Context: an optimization exercise on an open-source flow, tuned for small area. The choices shown serve that exercise and are no tape-out recipe.
Power and IR drop assume default switching activity. No driver is modelled on the clock port, so clocking that relies on it looks cheaper here than on a real chip.

==> flow/design.v (excerpt) <==
module branch_train_queue #(
  parameter int DEPTH = branch_train_queue_pkg::DEF_DEPTH,
  parameter int AW    = branch_train_queue_pkg::DEF_AW
) (
  input  logic                       clk,
  input  logic                       rst,
  input  logic                       in_valid0,
  input  logic                       in_valid1,
  input  logic                       in_isbranch0,
  input  logic                       in_isbranch1,
  input  logic                       in_taken0,
  input  logic                       in_taken1,
  input  logic [AW-1:0]              in_pc0,
  input  logic [AW-1:0]              in_pc1,
  input  logic [AW-1:0]              in_target0,
  input  logic [AW-1:0]              in_target1,
  output logic                       in_ready,
  input  logic                       drain_en,
  output logic                       train_valid0,
  output logic                       train_valid1,
  output logic                       isbranch0,
  output logic                       isbranch1,
  output logic                       taken0,
  output logic                       taken1,
  output logic [AW-1:0]              address_branch0,
  output logic [AW-1:0]              address_branch1,
  output logic [AW-1:0]              address_result0,
  output logic [AW-1:0]              address_result1,
  output logic [$clog2(DEPTH):0]     count,
  output logic                       err_overflow
);
export LEC_CHECK = 0
export CAP_MARGIN = 20
export CORE_MARGIN = 2
export CORE_UTILIZATION = 40
export SLEW_MARGIN = 20
export SYNTH_HIERARCHICAL = 1
export SYNTH_MINIMUM_KEEP_SIZE = 0
export BUFFER_PORTS_ARGS = -buffer_cell sky130_fd_sc_hd__buf_1
export CTS_ARGS = -sink_clustering_enable -repair_clock_nets -dont_use_dummy_load -buf_list {sky130_fd_sc_hd__clkbuf_4}
create_clock -name core_clock -period 5.0 [get_ports {clk}]
standard.sh (not shown) runs the stock make flow with config.mk's settings and CLKGATE_MAP_FILE= SYNTH_SCRIPT=/design/flow/synth_recipe.tcl, a recipe that flattens the netlist after the stock synthesis.
==> flow/flow/run.sh <==
#!/bin/bash
# Standard ORFS layout, with smaller port buffers and a clock tree without dummy loads.
set -e
cp standard.sh standard.sh.txt
cp config.mk config.mk.orig
cat >> config.mk <<'EOF'
export BUFFER_PORTS_ARGS = -buffer_cell sky130_fd_sc_hd__buf_1
export CTS_ARGS = -sink_clustering_enable -repair_clock_nets -dont_use_dummy_load -buf_list {sky130_fd_sc_hd__clkbuf_4}
EOF
bash standard.sh > standard.log 2>&1
==> next run, changes <==
==> flow/run.sh (new file) <==
#!/bin/bash
# synth_recipe.tcl (not shown) runs the flow's synth.tcl, then flattens the netlist and writes it again
# the make line also repeats each setting of config.mk as NAME=value (left out here)
make -C /OpenROAD-flow-scripts/flow DESIGN_CONFIG=/design/flow/config.mk WORK_HOME=/design/flow/orfs CLKGATE_MAP_FILE= SYNTH_SCRIPT=/design/flow/synth_recipe.tcl finish
BUFFER_PORTS_ARGS = default   (was -buffer_cell sky130_fd_sc_hd__buf_1)
CTS_ARGS = default   (was -sink_clustering_enable -repair_clock_nets -dont_use_dummy_load -buf_list {sky130_fd_sc_hd__clkbuf_4})
CTS_BUF_LIST = sky130_fd_sc_hd__clkbuf_4   (was default)
removed: flow/flow/run.sh
removed: flow/standard.sh
What happened:
- via count came out higher by 1.2%
- cell area climbs by 7.1%
- die area does not change
- utilization grows by 3.3 points
- maximum frequency went down by 0.93%
- final cell count rises by 5.0%
- register-to-register slack gets better by 0.32 ns
- sequential share of layout area decreases by 4.5 points
- clock skew shrinks by 0.012 ns
- combinational power rose by about 10%
No functional check of the RTL was part of any run of this note.

---

## trial 41
The RTL this note starts from:
==> flow/design.v <==
package branch_train_queue_pkg;
  localparam int DEF_DEPTH = 16;
  localparam int DEF_AW    = 32;
  function automatic int rec_w(input int aw);
    rec_w = 2 + 2 * aw;
  endfunction
  function automatic int off_target(input int aw);
    off_target = 0 * aw;
  endfunction
  function automatic int off_pc(input int aw);
    off_pc = aw;
  endfunction
  function automatic int off_taken(input int aw);
    off_taken = 2 * aw;
  endfunction
  function automatic int off_isbranch(input int aw);
    off_isbranch = 2 * aw + 1;
  endfunction
endpackage
module btq_bank #(
  parameter int DEPTH = 8,
  parameter int W     = 66
) (
  input  logic                     clk,
  input  logic                     we,
  input  logic [$clog2(DEPTH)-1:0] waddr,
  input  logic [W-1:0]             wdata,
  input  logic [DEPTH-1:0]         rsel,
  output logic [W-1:0]             rdata
);
  logic [W-1:0] mem [DEPTH];
  logic [DEPTH-1:0] col [W];
  always_ff @(posedge clk) begin
    if (we) mem[waddr] <= wdata;
  end
  for (genvar b = 0; b < W; b++) begin : g_rd
    for (genvar i = 0; i < DEPTH; i++) begin : g_e
      assign col[b][i] = mem[i][b];
    end
    btq_sel #(.N(DEPTH)) u_sel (.d(col[b]), .sel(rsel), .q(rdata[b]));
  end
endmodule
module btq_sel #(
  parameter int N = 8
) (
  input  logic [N-1:0] d,
  input  logic [N-1:0] sel,
  output logic         q
);
  logic [1:0] g_n;
  btq_aoi #(.N(3)) u_g0 (.d(d[2:0]), .sel(sel[2:0]), .y_n(g_n[0]));
  btq_aoi #(.N(3)) u_g1 (.d(d[5:3]), .sel(sel[5:3]), .y_n(g_n[1]));
  assign q = ~&g_n | |(d[7:6] & sel[7:6]);
endmodule
module btq_aoi #(
  parameter int N = 3
) (
  input  logic [N-1:0] d,
  input  logic [N-1:0] sel,
  output logic         y_n
);
  assign y_n = ~|(d & sel);
endmodule
module btq_swap (
  input  logic s,
  input  logic a,
  input  logic b,
  output logic y0,
  output logic y1
);
  assign y0 = s ? b : a;
  assign y1 = s ? a : b;
endmodule
module branch_train_queue #(
  parameter int DEPTH = branch_train_queue_pkg::DEF_DEPTH,
  parameter int AW    = branch_train_queue_pkg::DEF_AW
) (
  input  logic                       clk,
  input  logic                       rst,
  input  logic                       in_valid0,
  input  logic                       in_valid1,
  input  logic                       in_isbranch0,
  input  logic                       in_isbranch1,
  input  logic                       in_taken0,
  input  logic                       in_taken1,
  input  logic [AW-1:0]              in_pc0,
  input  logic [AW-1:0]              in_pc1,
  input  logic [AW-1:0]              in_target0,
  input  logic [AW-1:0]              in_target1,
  output logic                       in_ready,
  input  logic                       drain_en,
  output logic                       train_valid0,
  output logic                       train_valid1,
  output logic                       isbranch0,
  output logic                       isbranch1,
  output logic                       taken0,
  output logic                       taken1,
  output logic [AW-1:0]              address_branch0,
  output logic [AW-1:0]              address_branch1,
  output logic [AW-1:0]              address_result0,
  output logic [AW-1:0]              address_result1,
  output logic [$clog2(DEPTH):0]     count,
  output logic                       err_overflow
);
  localparam int PW  = $clog2(DEPTH);
  localparam int BW  = PW - 1;
  localparam int CW  = PW + 1;
  localparam int RW  = branch_train_queue_pkg::rec_w(AW);
  localparam int OTG = branch_train_queue_pkg::off_target(AW);
  localparam int OPC = branch_train_queue_pkg::off_pc(AW);
  localparam int OTK = branch_train_queue_pkg::off_taken(AW);
  localparam int OIB = branch_train_queue_pkg::off_isbranch(AW);
  logic [PW-1:0] wr_ptr, rd_ptr, out_ptr, out_ptr1;
  logic [CW-1:0] count_q;
  logic [1:0]    n_in, n_out;
  logic [RW-1:0] rec0, rec1, wdata_a, wdata_b, rdata_a, rdata_b, slot0, slot1;
  logic [PW-1:0] wr_ptr1;
  logic          we_a, we_b, sel0_a, sel0_b;
  logic [DEPTH/2-1:0] rsel_a, rsel_b;
  assign count    = count_q;
  assign in_ready = count_q <= CW'(DEPTH - 2);
  assign n_in     = in_ready ? ({1'b0, in_valid0} + {1'b0, in_valid1}) : 2'd0;
  always_comb begin
    n_out = 2'd0;
    if (drain_en) n_out = (count_q >= CW'(2)) ? 2'd2 : count_q[1:0];
  end
  assign rec0 = {in_isbranch0, in_taken0, in_pc0, in_target0};
  assign rec1 = {in_isbranch1, in_taken1, in_pc1, in_target1};
  assign wr_ptr1 = wr_ptr + PW'(1);
  assign sel0_a  = in_valid0 & ~wr_ptr[0];
  assign sel0_b  = in_valid0 &  wr_ptr[0];
  assign wdata_a = sel0_a ? rec0 : rec1;
  assign wdata_b = sel0_b ? rec0 : rec1;
  assign we_a    = (n_in == 2'd2) | ((n_in == 2'd1) & ~wr_ptr[0]);
  assign we_b    = (n_in == 2'd2) | ((n_in == 2'd1) &  wr_ptr[0]);
  btq_bank #(.DEPTH(DEPTH / 2), .W(RW)) u_bank_a (
    .clk   (clk),
    .we    (we_a),
    .waddr (wr_ptr1[PW-1:1]),
    .wdata (wdata_a),
    .rsel  (rsel_a),
    .rdata (rdata_a)
  );
  btq_bank #(.DEPTH(DEPTH / 2), .W(RW)) u_bank_b (
    .clk   (clk),
    .we    (we_b),
    .waddr (wr_ptr[PW-1:1]),
    .wdata (wdata_b),
    .rsel  (rsel_b),
    .rdata (rdata_b)
  );
  assign out_ptr1 = rd_ptr - PW'(train_valid1);
  assign out_ptr  = out_ptr1 - PW'(1);
  always_comb begin
    for (int i = 0; i < DEPTH / 2; i++) begin
      rsel_a[i] = out_ptr1[PW-1:1] == BW'(i);
      rsel_b[i] = out_ptr[PW-1:1] == BW'(i);
    end
  end
  for (genvar b = 0; b < RW; b++) begin : g_swap
    btq_swap u_swap (
      .s  (out_ptr[0]),
      .a  (rdata_a[b]),
      .b  (rdata_b[b]),
      .y0 (slot0[b]),
      .y1 (slot1[b])
    );
  end
  assign isbranch0       = slot0[OIB];
  assign taken0          = slot0[OTK];
  assign address_branch0 = slot0[OPC +: AW];
  assign address_result0 = slot0[OTG +: AW];
  assign isbranch1       = slot1[OIB];
  assign taken1          = slot1[OTK];
  assign address_branch1 = slot1[OPC +: AW];
  assign address_result1 = slot1[OTG +: AW];
  always_ff @(posedge clk) begin
    if (rst) begin
      wr_ptr       <= '0;
      rd_ptr       <= '0;
      count_q      <= '0;
      err_overflow <= 1'b0;
      train_valid0 <= 1'b0;
      train_valid1 <= 1'b0;
    end else begin
      wr_ptr       <= wr_ptr + PW'(n_in);
      rd_ptr       <= rd_ptr + PW'(n_out);
      count_q      <= count_q + CW'(n_in) - CW'(n_out);
      train_valid0 <= n_out != 2'd0;
      train_valid1 <= n_out == 2'd2;
      if (!in_ready && (in_valid0 || in_valid1)) err_overflow <= 1'b1;
    end
  end
endmodule
clock: 5.0 ns
lec_check: 0
cap_margin: 20
core_margin: 2
core_utilization: 40
slew_margin: 20
synth_hierarchical: 1
synth_minimum_keep_size: 0
buffer_ports_args: -buffer_cell sky130_fd_sc_hd__buf_1
cts_args: -sink_clustering_enable -repair_clock_nets -dont_use_dummy_load -buf_list {sky130_fd_sc_hd__clkbuf_16} -sink_clustering_size 30 -sink_clustering_max_diameter 100
==> flow/flow/run.sh <==
#!/bin/bash
# The standard ORFS layout (standard.sh), with three changes to how it is built:
#  - ports are buffered with the smallest buffer (buf_1) instead of a delay buffer,
#  - the clock tree uses clkbuf_16 with larger sink clusters and no dummy loads,
#  - everything else (synthesis, floorplan, placement, routing) is unchanged.
# Each tool's output goes to the ORFS logs under orfs/logs; make's own output to
# standard.log in this folder.
set -e
cat >> config.mk <<'EOF'
export BUFFER_PORTS_ARGS = -buffer_cell sky130_fd_sc_hd__buf_1
export CTS_ARGS = -sink_clustering_enable -repair_clock_nets -dont_use_dummy_load -buf_list {sky130_fd_sc_hd__clkbuf_16} -sink_clustering_size 30 -sink_clustering_max_diameter 100
EOF
bash standard.sh > standard.log 2>&1
Here is what was changed in the inputs of build 97 compared with trial 41.
- CORE_UTILIZATION: 40 -> 60
### Flow results
- For trial 41 and build 97, there was not a single run that failed to finish clean.
- Comparing build 97 against trial 41, there is no change at all in max-slew violation count.
- Going from trial 41 to build 97, the sequential cell area share was found to have gone up by 1.0 points.
- Build 97 against trial 41: count of placed standard cells in the final layout, fillers left out fell 494, share of power burned in the clock network -0.2 points, power after layout shrank by about 1.5%, via count climbed about 2%.
- Comparing trial 41 and build 97, fraction of the cycle the final worst path needs is lower on build 97.
- Trial 41 → build 97: synthesized cell area level; non-clock buffer count in the final layout has decreased.
- First-pass GRT wire length: build 97 vs trial 41 down about 2.7%
No run of this note included a check of the RTL's function; only the layout flow was run.

-- what the ideal ports hide --
The flow's constraints put no driver on any port. The routed layouts listed below were extracted and timed again, unchanged, in two steps. Step 1 (the two cells are an assumption about what drives the block):
set clk [get_ports {clk}]
set_driving_cell -lib_cell sky130_fd_sc_hd__clkbuf_16 $clk
set_driving_cell -lib_cell sky130_fd_sc_hd__buf_2 [delete_from_list [all_inputs] $clk]
Step 2, shift: input delay + t, output delay - t, t = (earliest + latest rising clock arrival at the registers) / 2. This alone moves slack from input paths to output paths. a / b / c = ideal / step 1 / step 2; a / b = the first two.
| run | t (ns) | slack for setup (ns) | hold slack, ns | worst setup path at the end |
|---|---|---|---|---|
| the first run of note 1 | 1.146 | 0.156 / 0.093 / 0.734 | 0.258 / 0.226 / 0.450 | input to register |
| the second run of note 1 | 1.171 | 0.110 / 0.045 / 0.527 | 0.463 / 0.463 / 0.463 | input to register |
| trial 41 | 0.655 | 0.143 / 0.077 / 0.732 | 0.495 / 0.495 / 0.495 | register to output |
| build 97 | 0.669 | 0.187 / 0.119 / 0.789 | 0.503 / 0.503 / 0.503 | register to output |
After both steps setup and hold are still met in every run listed.
